Source: an optimization exercise on an open RTL-to-GDS flow (aim: a short achievable clock period and few clock cycles). Production flows keep margins and buffers that such runs may drop.
The RTL was checked by simulation tests, not by an equivalence proof against the original design.
Power and IR drop assume default switching activity.

$ cat flow/design.v
`default_nettype none
package cpuPkg;
	localparam int DATA_WIDTH = 32;
	localparam int REG_ADDR_WIDTH = 5;
	localparam int OPCODE_WIDTH = 6;
	localparam int FUNCT_WIDTH = 6;
	localparam int ALU_OP_WIDTH = 3;
	localparam int STATE_WIDTH = 9;
	localparam logic [ALU_OP_WIDTH-1:0] ALU_AND = 3'b000;
	localparam logic [ALU_OP_WIDTH-1:0] ALU_OR = 3'b001;
	localparam logic [ALU_OP_WIDTH-1:0] ALU_ADD = 3'b010;
	localparam logic [ALU_OP_WIDTH-1:0] ALU_SLTU = 3'b011;
	localparam logic [ALU_OP_WIDTH-1:0] ALU_XOR = 3'b100;
	localparam logic [ALU_OP_WIDTH-1:0] ALU_SUB = 3'b110;
	localparam logic [ALU_OP_WIDTH-1:0] ALU_SLT = 3'b111;
	localparam logic [OPCODE_WIDTH-1:0] OP_SPECIAL = 6'b000000;
	localparam logic [OPCODE_WIDTH-1:0] OP_J = 6'b000010;
	localparam logic [OPCODE_WIDTH-1:0] OP_JAL = 6'b000011;
	localparam logic [OPCODE_WIDTH-1:0] OP_BEQ = 6'b000100;
	localparam logic [OPCODE_WIDTH-1:0] OP_BNE = 6'b000101;
	localparam logic [OPCODE_WIDTH-1:0] OP_ADDIU = 6'b001001;
	localparam logic [OPCODE_WIDTH-1:0] OP_SLTI = 6'b001010;
	localparam logic [OPCODE_WIDTH-1:0] OP_SLTIU = 6'b001011;
	localparam logic [OPCODE_WIDTH-1:0] OP_ANDI = 6'b001100;
	localparam logic [OPCODE_WIDTH-1:0] OP_ORI = 6'b001101;
	localparam logic [OPCODE_WIDTH-1:0] OP_XORI = 6'b001110;
	localparam logic [OPCODE_WIDTH-1:0] OP_LUI = 6'b001111;
	localparam logic [OPCODE_WIDTH-1:0] OP_LW = 6'b100011;
	localparam logic [OPCODE_WIDTH-1:0] OP_SW = 6'b101011;
	localparam logic [FUNCT_WIDTH-1:0] FN_SLL = 6'b000000;
	localparam logic [FUNCT_WIDTH-1:0] FN_SRL = 6'b000010;
	localparam logic [FUNCT_WIDTH-1:0] FN_SRA = 6'b000011;
	localparam logic [FUNCT_WIDTH-1:0] FN_SLLV = 6'b000100;
	localparam logic [FUNCT_WIDTH-1:0] FN_SRLV = 6'b000110;
	localparam logic [FUNCT_WIDTH-1:0] FN_SRAV = 6'b000111;
	localparam logic [FUNCT_WIDTH-1:0] FN_JR = 6'b001000;
	localparam logic [FUNCT_WIDTH-1:0] FN_ADD = 6'b100000;
	localparam logic [FUNCT_WIDTH-1:0] FN_SUB = 6'b100010;
	localparam logic [FUNCT_WIDTH-1:0] FN_AND = 6'b100100;
	localparam logic [FUNCT_WIDTH-1:0] FN_OR = 6'b100101;
	localparam logic [FUNCT_WIDTH-1:0] FN_XOR = 6'b100110;
	localparam logic [FUNCT_WIDTH-1:0] FN_SLT = 6'b101010;
	localparam logic [FUNCT_WIDTH-1:0] FN_SLTU = 6'b101011;
	localparam logic [STATE_WIDTH-1:0] ST_INIT = 9'b000000001;
	localparam logic [STATE_WIDTH-1:0] ST_IF = 9'b000000010;
	localparam logic [STATE_WIDTH-1:0] ST_IW = 9'b000000100;
	localparam logic [STATE_WIDTH-1:0] ST_ID = 9'b000001000;
	localparam logic [STATE_WIDTH-1:0] ST_EX = 9'b000010000;
	localparam logic [STATE_WIDTH-1:0] ST_LD = 9'b000100000;
	localparam logic [STATE_WIDTH-1:0] ST_ST = 9'b001000000;
	localparam logic [STATE_WIDTH-1:0] ST_RDW = 9'b010000000;
	localparam logic [STATE_WIDTH-1:0] ST_WB = 9'b100000000;
	localparam logic [REG_ADDR_WIDTH-1:0] REG_RA = 5'd31;  
	typedef struct packed {
		logic [OPCODE_WIDTH-1:0] opcode;
		logic [REG_ADDR_WIDTH-1:0] rs;
		logic [REG_ADDR_WIDTH-1:0] rt;
		logic [REG_ADDR_WIDTH-1:0] rd;
		logic [4:0] shamt;
		logic [FUNCT_WIDTH-1:0] funct;
	} instRType_t;
	typedef struct packed {
		logic [OPCODE_WIDTH-1:0] opcode;
		logic [REG_ADDR_WIDTH-1:0] rs;
		logic [REG_ADDR_WIDTH-1:0] rt;
		logic [15:0] imm16;
	} instIType_t;
	typedef union packed {
		instRType_t r;
		instIType_t i;
	} instWord_u;
endpackage
`default_nettype wire
`timescale 1ns/1ps
`default_nettype none
import cpuPkg::*;
module alu (
	input logic [DATA_WIDTH-1:0] a,
	input logic [DATA_WIDTH-1:0] b,
	input logic [ALU_OP_WIDTH-1:0] aluOp,
	input logic isShift,
	input logic shiftByReg,
	input logic [4:0] shamt,
	output logic [DATA_WIDTH-1:0] result,
	output logic zero
);
	logic [4:0] shiftAmt;
	assign shiftAmt = shiftByReg ? a[4:0] : shamt;  
	always_comb begin
		if (isShift) begin
			case (aluOp[1:0])
				2'b10: result = b >> shiftAmt;
				2'b11: result = $signed(b) >>> shiftAmt;
				default: result = b << shiftAmt;
			endcase
		end else begin
			case (aluOp)
				ALU_AND: result = a & b;
				ALU_OR: result = a | b;
				ALU_XOR: result = a ^ b;
				ALU_ADD: result = a + b;
				ALU_SUB: result = a - b;
				ALU_SLT: result = {{(DATA_WIDTH-1){1'b0}}, $signed(a) < $signed(b)};
				ALU_SLTU: result = {{(DATA_WIDTH-1){1'b0}}, a < b};
				default: result = a + b;
			endcase
		end
	end
	assign zero = (result == '0);  
endmodule
`default_nettype wire
`timescale 1ns/1ps
`default_nettype none
import cpuPkg::*;
module regFile (
	input logic clk,
	input logic [REG_ADDR_WIDTH-1:0] raddr1,
	input logic [REG_ADDR_WIDTH-1:0] raddr2,
	input logic wen,
	input logic [REG_ADDR_WIDTH-1:0] waddr,
	input logic [DATA_WIDTH-1:0] wdata,
	output logic [DATA_WIDTH-1:0] rdata1,
	output logic [DATA_WIDTH-1:0] rdata2
);
	logic [DATA_WIDTH-1:0] regs [2**REG_ADDR_WIDTH];
	always_ff @(posedge clk) begin
		if (wen)
			regs[waddr] <= wdata;
	end
	assign rdata1 = (raddr1 == '0) ? '0 : regs[raddr1];
	assign rdata2 = (raddr2 == '0) ? '0 : regs[raddr2];
endmodule
`default_nettype wire
`timescale 1ns/1ps
`default_nettype none
import cpuPkg::*;
module instDecode (
	input cpuPkg::instWord_u inst,
	output logic [ALU_OP_WIDTH-1:0] aluOp,
	output logic isShift,
	output logic shiftByReg,
	output logic immZeroExt,
	output logic isBranch,
	output logic branchOnEqual,
	output logic isJump,
	output logic jumpReg,
	output logic isLink,
	output logic isLoad,
	output logic isStore,
	output logic isLui,
	output logic destIsRd,
	output logic writesReg,
	output logic isNop,
	output logic [REG_ADDR_WIDTH-1:0] rs,
	output logic [REG_ADDR_WIDTH-1:0] rt,
	output logic [REG_ADDR_WIDTH-1:0] rd,
	output logic [4:0] shamt,
	output logic [15:0] imm16,
	output logic [25:0] jumpIndex
);
	logic [OPCODE_WIDTH-1:0] opcode;
	logic [FUNCT_WIDTH-1:0] funct;
	assign opcode = inst.i.opcode;
	assign funct = inst.r.funct;
	assign rs = inst.r.rs;
	assign rt = inst.i.rt;
	assign rd = isLink ? REG_RA : inst.r.rd;
	assign shamt = inst.r.shamt;
	assign imm16 = inst.i.imm16;
	assign jumpIndex = {inst.i.rs, inst.i.rt, inst.i.imm16};
	assign isNop = (inst == '0);
	always_comb begin
		aluOp = ALU_ADD;
		isShift = 1'b0;
		shiftByReg = 1'b0;
		immZeroExt = 1'b0;
		isBranch = 1'b0;
		branchOnEqual = 1'b0;
		isJump = 1'b0;
		jumpReg = 1'b0;
		isLink = 1'b0;
		isLoad = 1'b0;
		isStore = 1'b0;
		isLui = 1'b0;
		destIsRd = 1'b0;
		writesReg = 1'b0;
		case (opcode)
			OP_SPECIAL: begin
				destIsRd = 1'b1;
				writesReg = 1'b1;
				case (funct)
					FN_SLL, FN_SRL, FN_SRA, FN_SLLV, FN_SRLV, FN_SRAV: begin
						isShift = 1'b1;
						shiftByReg = funct[2];
						aluOp = {1'b0, funct[1:0]};  
					end
					FN_JR: begin
						isJump = 1'b1;
						jumpReg = 1'b1;
						writesReg = 1'b0;
					end
					FN_ADD: aluOp = ALU_ADD;
					FN_SUB: aluOp = ALU_SUB;
					FN_AND: aluOp = ALU_AND;
					FN_OR: aluOp = ALU_OR;
					FN_XOR: aluOp = ALU_XOR;
					FN_SLT: aluOp = ALU_SLT;
					FN_SLTU: aluOp = ALU_SLTU;
					default: writesReg = 1'b0;
				endcase
			end
			OP_J: isJump = 1'b1;
			OP_JAL: begin
				isJump = 1'b1;
				isLink = 1'b1;
				destIsRd = 1'b1;  
				writesReg = 1'b1;
			end
			OP_BEQ, OP_BNE: begin
				isBranch = 1'b1;
				branchOnEqual = (opcode == OP_BEQ);
				aluOp = ALU_SUB;
			end
			OP_ADDIU: writesReg = 1'b1;
			OP_SLTI: begin
				aluOp = ALU_SLT;
				writesReg = 1'b1;
			end
			OP_SLTIU: begin
				aluOp = ALU_SLTU;
				writesReg = 1'b1;
			end
			OP_ANDI, OP_ORI, OP_XORI: begin
				aluOp = (opcode == OP_ANDI) ? ALU_AND : (opcode == OP_ORI) ? ALU_OR : ALU_XOR;
				immZeroExt = 1'b1;
				writesReg = 1'b1;
			end
			OP_LUI: begin
				isLui = 1'b1;
				writesReg = 1'b1;
			end
			OP_LW: begin
				isLoad = 1'b1;
				writesReg = 1'b1;
			end
			OP_SW: isStore = 1'b1;
			default: writesReg = 1'b0;
		endcase
	end
endmodule
`default_nettype wire
`timescale 1ns/1ps
`default_nettype none
import cpuPkg::*;
module cpuCtrl (
	input logic clk,
	input logic rst,
	input logic instReqReady,
	input logic instValid,
	input logic memReqReady,
	input logic readDataValid,
	input logic isNop,
	input logic isBranch,
	input logic isJump,
	input logic isLink,
	input logic isLoad,
	input logic isStore,
	output logic instReqValid,
	output logic instReady,
	output logic memRead,
	output logic memWrite,
	output logic readDataReady,
	output logic irWrite,
	output logic pcWrite,
	output logic pcWriteCond,
	output logic aluSrcA,
	output logic [1:0] aluSrcB,
	output logic useAddAlu,
	output logic holdExec,
	output logic mdrWrite,
	output logic regWrite
);
	logic [STATE_WIDTH-1:0] state;
	logic [STATE_WIDTH-1:0] stateNext;
	logic inInit, inIf, inIw, inId, inEx, inLd, inSt, inRdw, inWb;
	assign inInit = |(state & ST_INIT);
	assign inIf = |(state & ST_IF);
	assign inIw = |(state & ST_IW);
	assign inId = |(state & ST_ID);
	assign inEx = |(state & ST_EX);
	assign inLd = |(state & ST_LD);
	assign inSt = |(state & ST_ST);
	assign inRdw = |(state & ST_RDW);
	assign inWb = |(state & ST_WB);
	always_ff @(posedge clk) begin
		if (rst)
			state <= ST_INIT;
		else
			state <= stateNext;
	end
	always_comb begin
		stateNext = ST_IF;
		case (1'b1)
			inInit: stateNext = ST_IF;
			inIf: stateNext = instReqReady ? ST_IW : ST_IF;
			inIw: stateNext = instValid ? ST_ID : ST_IW;
			inId: stateNext = isNop ? ST_IF : ST_EX;
			inEx: begin
				if (isBranch || (isJump && !isLink))
					stateNext = ST_IF;  
				else if (isStore)
					stateNext = ST_ST;
				else if (isLoad)
					stateNext = ST_LD;
				else
					stateNext = ST_WB;
			end
			inLd: stateNext = memReqReady ? ST_RDW : ST_LD;
			inSt: stateNext = memReqReady ? ST_IF : ST_ST;
			inRdw: stateNext = readDataValid ? ST_WB : ST_RDW;
			inWb: stateNext = ST_IF;
			default: stateNext = ST_IF;
		endcase
	end
	assign instReqValid = inIf;
	assign instReady = inInit || inIw;
	assign memRead = inLd;
	assign memWrite = inSt;
	assign readDataReady = inInit || inRdw;
	assign irWrite = inIw && instValid;
	assign pcWrite = (inIw && instValid) || (inEx && isJump);
	assign pcWriteCond = inEx && isBranch;
	assign useAddAlu = inIw || inId || (inEx && isLink);
	assign aluSrcA = inEx && !isLink;
	assign aluSrcB = (inIw || (inEx && isLink)) ? 2'b01 :
		inId ? 2'b11 :
		(inEx && !isBranch) ? 2'b10 : 2'b00;
	assign holdExec = inLd || inSt || inRdw;  
	assign mdrWrite = inRdw && readDataValid;
	assign regWrite = inWb;
endmodule
`default_nettype wire
`timescale 1ns/1ps
`default_nettype none
import cpuPkg::*;
module cpuDatapath (
	input logic clk,
	input logic rst,
	input logic [DATA_WIDTH-1:0] instruction,
	input logic [DATA_WIDTH-1:0] readData,
	input logic irWrite,
	input logic pcWrite,
	input logic pcWriteCond,
	input logic aluSrcA,
	input logic [1:0] aluSrcB,
	input logic useAddAlu,
	input logic holdExec,
	input logic mdrWrite,
	input logic regWrite,
	input logic [ALU_OP_WIDTH-1:0] aluOp,
	input logic isShift,
	input logic immZeroExt,
	input logic branchOnEqual,
	input logic isJump,
	input logic jumpReg,
	input logic isLoad,
	input logic isLui,
	input logic destIsRd,
	input logic writesReg,
	input logic [REG_ADDR_WIDTH-1:0] rt,
	input logic [REG_ADDR_WIDTH-1:0] rd,
	input logic [15:0] imm16,
	input logic [25:0] jumpIndex,
	input logic [DATA_WIDTH-1:0] aluResult,
	input logic aluZero,
	input logic [DATA_WIDTH-1:0] rfRdata1,
	input logic [DATA_WIDTH-1:0] rfRdata2,
	output cpuPkg::instWord_u inst,
	output logic [DATA_WIDTH-1:0] aluA,
	output logic [DATA_WIDTH-1:0] aluB,
	output logic [ALU_OP_WIDTH-1:0] aluOpSel,
	output logic aluShift,
	output logic [DATA_WIDTH-1:0] pc,
	output logic [DATA_WIDTH-1:0] address,
	output logic [DATA_WIDTH-1:0] writeData,
	output logic rfWen,
	output logic [REG_ADDR_WIDTH-1:0] rfWaddr,
	output logic [DATA_WIDTH-1:0] rfWdata
);
	logic [DATA_WIDTH-1:0] aluOut;  
	logic [DATA_WIDTH-1:0] mdr;
	logic [DATA_WIDTH-1:0] immExt;
	logic [DATA_WIDTH-1:0] branchOff;
	logic [DATA_WIDTH-1:0] pcNext;
	logic branchTaken;
	assign immExt = immZeroExt ? {16'h0, imm16} : {{16{imm16[15]}}, imm16};
	assign branchOff = {{14{imm16[15]}}, imm16, 2'b00};
	assign aluA = aluSrcA ? rfRdata1 : pc;
	always_comb begin
		case (aluSrcB)
			2'b00: aluB = rfRdata2;
			2'b01: aluB = 32'd4;
			2'b10: aluB = destIsRd ? rfRdata2 : immExt;  
			default: aluB = branchOff;
		endcase
	end
	assign aluOpSel = useAddAlu ? ALU_ADD : aluOp;
	assign aluShift = isShift && !useAddAlu;
	assign branchTaken = pcWriteCond && (aluZero == branchOnEqual);
	assign pcNext = irWrite ? aluResult :
		!isJump ? aluOut :
		jumpReg ? rfRdata1 : {pc[31:28], jumpIndex, 2'b00};
	always_ff @(posedge clk) begin
		if (rst)
			pc <= '0;
		else if (pcWrite || branchTaken)
			pc <= pcNext;
	end
	always_ff @(posedge clk) begin
		if (irWrite)
			inst <= instruction;
		if (!holdExec)
			aluOut <= aluResult;
		if (mdrWrite)
			mdr <= readData;
	end
	assign address = {aluOut[DATA_WIDTH-1:2], 2'b00};  
	assign writeData = rfRdata2;
	assign rfWen = regWrite && writesReg;
	assign rfWaddr = destIsRd ? rd : rt;
	assign rfWdata = isLoad ? mdr : isLui ? {imm16, 16'h0} : aluOut;
endmodule
`default_nettype wire
`timescale 1ns/1ps
`default_nettype none
import cpuPkg::*;
module mipsCpu (
	input logic clk,
	input logic rst,
	output logic [DATA_WIDTH-1:0] pc,
	output logic instReqValid,
	input logic instReqReady,
	input logic [DATA_WIDTH-1:0] instruction,
	input logic instValid,
	output logic instReady,
	output logic [DATA_WIDTH-1:0] address,
	output logic memWrite,
	output logic memRead,
	output logic [DATA_WIDTH-1:0] writeData,
	input logic memReqReady,
	input logic [DATA_WIDTH-1:0] readData,
	input logic readDataValid,
	output logic readDataReady,
	output logic rfWen,
	output logic [REG_ADDR_WIDTH-1:0] rfWaddr,
	output logic [DATA_WIDTH-1:0] rfWdata,
	output logic [DATA_WIDTH-1:0] retirePc
);
	logic irWrite, pcWrite, pcWriteCond, aluSrcA, useAddAlu, holdExec, mdrWrite, regWrite;
	logic [1:0] aluSrcB;
	cpuPkg::instWord_u inst;
	logic [ALU_OP_WIDTH-1:0] aluOp;
	logic isShift, shiftByReg, immZeroExt, isBranch, branchOnEqual, isJump, jumpReg;
	logic isLink, isLoad, isStore, isLui, destIsRd, writesReg, isNop;
	logic [REG_ADDR_WIDTH-1:0] rs, rt, rd;
	logic [4:0] shamt;
	logic [15:0] imm16;
	logic [25:0] jumpIndex;
	logic [DATA_WIDTH-1:0] aluA, aluB, aluResult, rfRdata1, rfRdata2;
	logic [ALU_OP_WIDTH-1:0] aluOpSel;
	logic aluShift, aluZero;
	cpuCtrl cpuCtrl_i (.*);
	instDecode instDecode_i (.*);
	cpuDatapath cpuDatapath_i (.*);
	alu alu_i (
		.a(aluA),
		.b(aluB),
		.aluOp(aluOpSel),
		.isShift(aluShift),
		.shiftByReg(shiftByReg),
		.shamt(shamt),
		.result(aluResult),
		.zero(aluZero)
	);
	regFile regFile_i (
		.clk(clk),
		.raddr1(rs),
		.raddr2(rt),
		.wen(rfWen),
		.waddr(rfWaddr),
		.wdata(rfWdata),
		.rdata1(rfRdata1),
		.rdata2(rfRdata2)
	);
	assign retirePc = pc;  
endmodule
`default_nettype wire
$ cat flow/run.sh
#!/bin/bash
# synth_recipe.tcl (not shown) runs the flow's synth.tcl, then flattens the netlist and writes it again
# the make line also repeats each setting of config.mk as NAME=value (left out here)
make -C /OpenROAD-flow-scripts/flow DESIGN_CONFIG=/design/flow/config.mk WORK_HOME=/design/flow/orfs CLKGATE_MAP_FILE= SYNTH_SCRIPT=/design/flow/synth_recipe.tcl finish
$ cat flow/config.mk
export PLATFORM = sky130hd
export DESIGN_NAME = mipsCpu
export DESIGN_NICKNAME = mipsCpu
export VERILOG_FILES = /design/flow/design.v
export SDC_FILE = /design/flow/constraint.sdc
export NUM_CORES = 4
export LEC_CHECK = 0
export CAP_MARGIN = 20
export CORE_MARGIN = 2
export CORE_UTILIZATION = 40
export PLACE_DENSITY = 0.45
export SLEW_MARGIN = 20
$ cat flow/constraint.sdc
create_clock -name core_clock -period 11.0 [get_ports {clk}]
set_input_delay 2.2000 -clock core_clock [delete_from_list [all_inputs] [get_ports {clk}]]
set_output_delay 2.2000 -clock core_clock [all_outputs]
set_load 0.01 [all_outputs]
==> run notes <==
-- Yosys cell counts (67+ instances only) --
library cell and n:
a211oi_1 82, a21oi_1 276, a22oi_1 131, buf_1 68, buf_4 91, clkbuf_1 192, edfxtp_1 1120, ha_1 96
inv_1 109, mux2i_1 249, mux4_2 470, nand2_1 400, nand3_1 94, nor2_1 271, nor3_1 93, o211ai_1 67
o21ai_0 159
-- layout make-up --
class | instances | area [um^2] | area share
antenna | 10 | 25.0 | 0.000333
clock buffer | 180 | 3750 | 0.0498
clock inverter | 73 | 692 | 0.00920
inverter | 111 | 417 | 0.00554
multi-input combinational | 3155 | 28700 | 0.381
sequential | 1171 | 34700 | 0.461
tap | 2175 | 2720 | 0.0362
timing repair buffer | 468 | 4260 | 0.0567
-- power groups by stage --
stage	logic, W	registers, W	clock network [W]
finish	0.000924	0.00500	0.00457
global route	0.000959	0.00500	0.00479
CTS	0.000903	0.00500	0.00462
detailed placement	0.000900	0.00510	0
global placement	0.000902	0.00510	0
floorplan	0.000473	0.00507	0
-- kinds of logic (layout without fill, tap and decap cells) --
logic type               after synthesis  after routing
adder cells (fa/ha/maj)               98             98
XOR/XNOR                              15             15
AO/OA/AOI/OAI                       1149           1149
other                                  1             12
multiplexers                         732            732
buffers and inverters                543            832
flip-flops                          1171           1171
AND/OR/NAND/NOR                     1159           1159
-- final timing paths --
check | from | cells past startpoint | endpoint
worst max-delay path | flop | 26 | cpuDatapath_i.pc[20]
worst min-delay path | cpuCtrl_i.state[0] | 1 | cpuCtrl_i.state[2]
worst max register to register | flop | 26 | cpuDatapath_i.pc[20]
worst min register to register | cpuCtrl_i.state[0] | 1 | cpuCtrl_i.state[2]
-- layer usage --
metal  GRT usage  vias up  part of all wire
li1            -    20000                 -
met1       0.496    26600              0.40
met2       0.559     3141              0.45
met3      0.0904      606             0.099
met4       0.162        8             0.053
met5           0        -           0.00018
-- state kept, by name, indices dropped and copies added, names as in the netlist, named ones only --
register	flops
cpuCtrl_i.state	9
cpuDatapath_i.aluOut	32
cpuDatapath_i.inst	32
cpuDatapath_i.mdr	32
cpuDatapath_i.pc	32
regFile_i.regs	1024
-- worst register-to-register path, stage by stage, from the launching register on --
cell and delay [ns]:
dfxtp_4 0.81, buf_12 0.46, and2_2 0.87, a22oi_1 0.15, nand3_1 0.17, nand4_1 0.42
a222oi_1 1.01, inv_1 0.20, ha_1 0.45, nand2_1 0.16, nor4_1 0.44, o211ai_1 0.17
o31ai_1 0.80, o41ai_1 0.20, o31ai_1 0.43, and2_1 0.23, o211ai_1 0.16, a221oi_1 0.28
o21ai_0 0.20, o21ai_0 0.44, nor3b_1 0.29, nand4b_1 0.33, nor2_1 0.37, a211oi_4 0.12
buf_4 0.28, or3_1 0.43, a311oi_2 0.26
-- metrics by stage --
| step | cells | worst slack [ns] | hold WS [ns] |
|---|---|---|---|
| finish | 7343 | 0.770 | 0.538 |
| detailed placement | 7080 | 0.980 | 0.505 |
| CTS | 7333 | 0.925 | 0.530 |
| global route | 7335 | 0.459 | 0.553 |
| floorplan | 4869 | 3.07 | 0.445 |
| global placement | 7077 | 0.546 | 0.509 |
==> results.cfg <==
[cts]
post_cts_buffers = 0
post_cts_resized = 0
clk_path_buf_depth = 3
cts.sinks = 1171
cts_hold_buf = 0
cts_buffers = 140
cts.reportedPaths.clkPinSlew_ns = 0.06
cts_tree = yes
root_buffer = clkbuf_16
clk_latency_ns = 0.81
htree_levels = 4

[setup_path]
crit_path_top_delay_cell = a222oi_1
reg2reg_setup_slack_ns = 0.77
critical-path-top-delay-family = compound AO/OA/AOI/OAI gates
start_kind = flop
crit_buf_inv = 3
arrival_ns = 10.92
cp-end-kind = flop
cp.required_ns = 11.69
path_class = reg2reg
path_max_fanout = 39
cp_slowest_stage_delay_ns = 1.01

[power_and_ir_drop]
switching_power_w = 0.00268
comb_power_share = 0.088
p_seq_frac = 0.477
clockPowerShare = 0.435
total_power_w = 0.0105
switching_share = 0.255
p_int_w = 0.00782
ir_worst_vdd_mv = 0.211
power_density_nw_per_um2 = 140
p_leak_nw = 25.0

[yosys]
yosys_register_bits = 1171
synth_area_leaders = edfxtp_1 (51%), mux4_2 (16%), mux2i_1 (3.8%)
async_flop_share = 0
synthFlopType = edfxtp_1
netlist.area_leader.share = 0.514
syn_avg_cell_area_um2 = 13.4
synth-adder-area-share = 0.0190
synth_area_um2 = 65400
synth_edf_count = 1120
synth_xor_area_frac = 0.00201
synthCells = 4868
yosys.area.top_type = edfxtp_1
yosys.area_share.simple = 0.0842
synth_seq_area_share = 0.530
synth_top_family_by_area = multiplexers
yosysWarningCount = 5
synth_compound_area_frac = 0.121
synthDistinctLibCells = 110
synth_mux_area_frac = 0.204

[final_layout]
areaGrowthSynthToFinish_pct = 15.0
fin_area_um2 = 75200
drive_gt1_frac = 0.210
nFillCells = 14700
final_core_util = 0.463
layout_commonest_cell = edfxtp_1
final_cell_mix = edfxtp_1 (1120), mux4_2 (470), nand2_1 (397)
final_nets = 5215

[drt]
routed_wl_um = 311000
routed-via-count = 50300
route.detailed.drc = 0
vias_per_cell = 6.85
drtAntennaViolNets = 0
wl_per_cell_um = 42.4
drtIter0Drc = 7332
first_pass_iters = 6

[timing]
hold_viol_final = 0
finClkSkew_ns = 0.0537
fin_tns_setup_ns = 0
rsz0062_at_grt = false
slew_headroom = 0.201
setup_viol = 0
fmax_ghz = 0.0978
slew_violations = 0
period_needed_ns = 10.23
tightest_slew_ns = 1.20
fin_crit_sh = 0.930

[global_route]
grt_pass1_wl_um = 421000
grt_overflow = 0
grt_max_degree = 86
track_usage = 0.366
grt_pass1_vias = 48600
antenna_found_initial = 15

[placement]
routabilityCongestion = 1.03
dp_hpwl_um = 213000
io_buffers = 238
placed_cell_area_um2 = 70700

[status]
status = no timing/DRC/antenna violations

[die]
rows = 148
start_util = 0.402
die_h_um = 408
io_pins = 241
core_area_um2 = 163000
die_area_um2 = 167000
dieWidth_um = 408

[flow_run]
drv_cap = 0

[min_path]
hp-class = reg2reg
Testbench counts, summed over its fixed seeds: cycles 47,345.

==> static timing again, ports no longer ideal <==
In the flow no input, the clock included, has a driving cell. The finished layout below was timed again as built, in two steps.
Step 1: set_driving_cell puts a clkbuf_16 on clk and a buf_2 on each other input, an assumption about the parent block.
Step 2 adds t to the input delays and takes it off the output delays; t is the mean of the earliest and latest rising clock arrival at the registers after step 1. Input paths then give back, and output paths get back, about the clock's delay inside the block.
Three values: ideal ports, drivers, drivers and shift; two values: the first two.
t (ns): 0.870
setup slack, ns: 0.770 / 0.770 / 0.770
worst hold slack (ns): 0.538 / 0.538 / 0.538
pins driven straight from the clock port: 1
After both steps setup and hold are still met in this run. For this run, drivers alone change the setup slack by 0.000 ns; drivers and shift together by 0.000 ns.
